From an optimization exercise on the open Yosys and OpenROAD flow, aimed at small area; shortcuts taken in it are not production practice. Function was checked by simulation only, so behaviour that the tests miss may differ from the original. Power is estimated from default activity; no workload was simulated.

// matrix_calc_top
module matrix_calc_top (
	input  logic       clk,
	input  logic       rst_n,
	input  logic       rx_valid,
	input  logic [7:0] rx_data,
	input  logic [7:0] command,
	input  logic [7:0] scalar_in,
	input  logic       confirm,
	input  logic       tx_busy,
	output logic       tx_start,
	output logic [7:0] tx_data,
	output logic       busy,
	output logic       error,
	output logic       timer_active
);
	localparam logic [1:0] GET_M = 2'd0, GET_N = 2'd1, GET_ELEM = 2'd2;
	logic [1:0]  ld_state;
	logic [2:0]  m_q, n_q;
	logic [2:0]  lr, lc;          
	logic [2:0]  lr_inc, lc_inc;
	logic        slot;            
	logic        wr_en;
	logic        load_error;
	logic [99:0] stage;           
	logic        dim_ok, elem_ok, lc_last, lr_last, elem_in;
	assign dim_ok  = (rx_data != 8'd0) && (rx_data <= 8'd5);
	assign elem_ok = rx_data <= 8'd9;
	assign lr_inc  = lr + 3'd1;
	assign lc_inc  = lc + 3'd1;
	assign lc_last = (lc_inc == n_q);
	assign lr_last = (lr_inc == m_q);
	assign elem_in = rx_valid && elem_ok && ld_state == GET_ELEM;
	always_ff @(posedge clk or negedge rst_n) begin
		if (!rst_n) begin
			ld_state   <= GET_M;
			slot       <= 1'b0;
			wr_en      <= 1'b0;
			load_error <= 1'b0;
		end else begin
			wr_en      <= 1'b0;
			load_error <= 1'b0;
			if (wr_en)
				slot <= ~slot;
  ...
clock: 11.0 ns
lec_check: 0
abc_area: 1
cap_margin: 20
core_margin: 2
core_utilization: 60
slew_margin: 20
standard.sh (not shown) runs the stock make flow with config.mk's settings and CLKGATE_MAP_FILE= SYNTH_SCRIPT=/design/flow/synth_recipe.tcl, a recipe that flattens the netlist after the stock synthesis.
==> flow/flow/run.sh <==
#!/bin/bash
# The standard layout with two changes to synthesis, made in a copy of ORFS's
# scripts: the logic is mapped with an area-oriented ABC script
# (flow/abc_area.script) in place of ORFS's, and Yosys's generic "abc -fast"
# inside "synth -run fine:" is skipped, so that extract_fa sees the adder
# network as written. Registers come out exactly as in the standard synthesis.
# Ports are buffered with the smallest buffer; clock tree synthesis uses
# larger sink clusters and no dummy loads. Every other step is standard.
set -euo pipefail
here=$(pwd)
rm -rf "$here/scripts"
cp -r "$FLOW_HOME/scripts" "$here/scripts"
cp "$here/flow/abc_area.script" "$here/scripts/abc_area.script"
sed -i 's/synth -top \$::env(DESIGN_NAME) -run fine:/synth -noabc -top $::env(DESIGN_NAME) -run fine:/' \
	"$here/scripts/synth.tcl"
grep -n "synth -noabc" "$here/scripts/synth.tcl" > "$here/synth_patch.log" 2>&1 || true
bash standard.sh SCRIPTS_DIR="$here/scripts" \
	CTS_ARGS="-sink_clustering_enable -repair_clock_nets -dont_use_dummy_load -sink_clustering_size 16 -sink_clustering_max_diameter 70 -buf_list sky130_fd_sc_hd__clkbuf_8" \
	BUFFER_PORTS_ARGS="-buffer_cell sky130_fd_sc_hd__buf_1" finish > "$here/orfs_make.log" 2>&1
==> flow/flow/abc_area.script <==
strash
dc2
&get -n
&dch -f
&nf -R 1000
&put
strash
&get -n
&dch -f
&nf -R 1000
&put
strash
dc2
&get -n
&dch -f
&nf -R 1000
&put
topo
==> next run, changes <==
--- a/flow/design.v
+++ b/flow/design.v
@@ -393,37 +393,38 @@
 						k <= (k[1:0] == 2'd3) ? 3'd2 : k_inc;
 						if (k[1:0] == 2'd3) begin
 							if (c_last) begin
 								c <= '0;
 								r <= r_inc;
 							end else begin
 								c <= c_inc;
 							end
 						end
 					end
 				end
+				S_SDONE: begin
+					r <= '0;
+					c <= '0;
+					k <= '0;
+				end
 				S_ERR: begin
 					if (t_end) begin
 						c <= '0;
 						k <= '0;
 					end else begin
 						k <= k_inc;
 						if (k == 3'd7)
 							c <= c_inc;
 					end
 				end
-				default: begin    
-					r <= '0;
-					c <= '0;
-					k <= '0;
-				end
+				default: ;
 			endcase
 		end
 	end
 	assign busy         = (state != S_IDLE) && (state != S_ERR);
 	assign error        = (state == S_ERR) && !t_end;
 	assign timer_active = error;
 	logic [2:0]  ri, ji;
 	logic [19:0] arow;
 	logic [3:0]  ar [5];
 	logic [3:0]  bc [5];
 	logic [3:0]  aj, ys;
Outcome:
- The new run went through all stages and came out clean
- final area hardly moves
- synthesized area hardly moves
- hold slack is worse by 23 ps
- sequential power barely changes
- first-iteration DRC count shrinks by 7.1%
- wire length drops by 0.48%
- setup slack improves by 220 ps
- utilization hardly moves
- cell count hardly moves
- register-to-register slack gets better by 220 ps

==> what the ideal ports hide <==
The flow's constraints put no driver on any port. The routed layouts listed below were extracted and timed again, unchanged, in two steps. Step 1 assumes that a clkbuf_16 drives the clock port and a buf_2 every other input. Step 2, shift: input delay + t, output delay - t, t = (earliest + latest rising clock arrival at the registers) / 2. This alone moves slack from input paths to output paths. a / b / c = ideal ports / drivers / drivers and shift; a / b = the first two.
run	t, ns	slack for setup (ns)	slew at the worst register clock pin (ns)	worst slew at a driven data input, ns	pins driven straight from the clock port
the first run	0.612	2.706 / 2.706 / 2.706	0.10 / 0.10	0.06	1
the second run	0.611	2.922 / 2.922 / 2.922	0.10 / 0.10	0.04	1
After both steps every run listed still meets setup and hold.
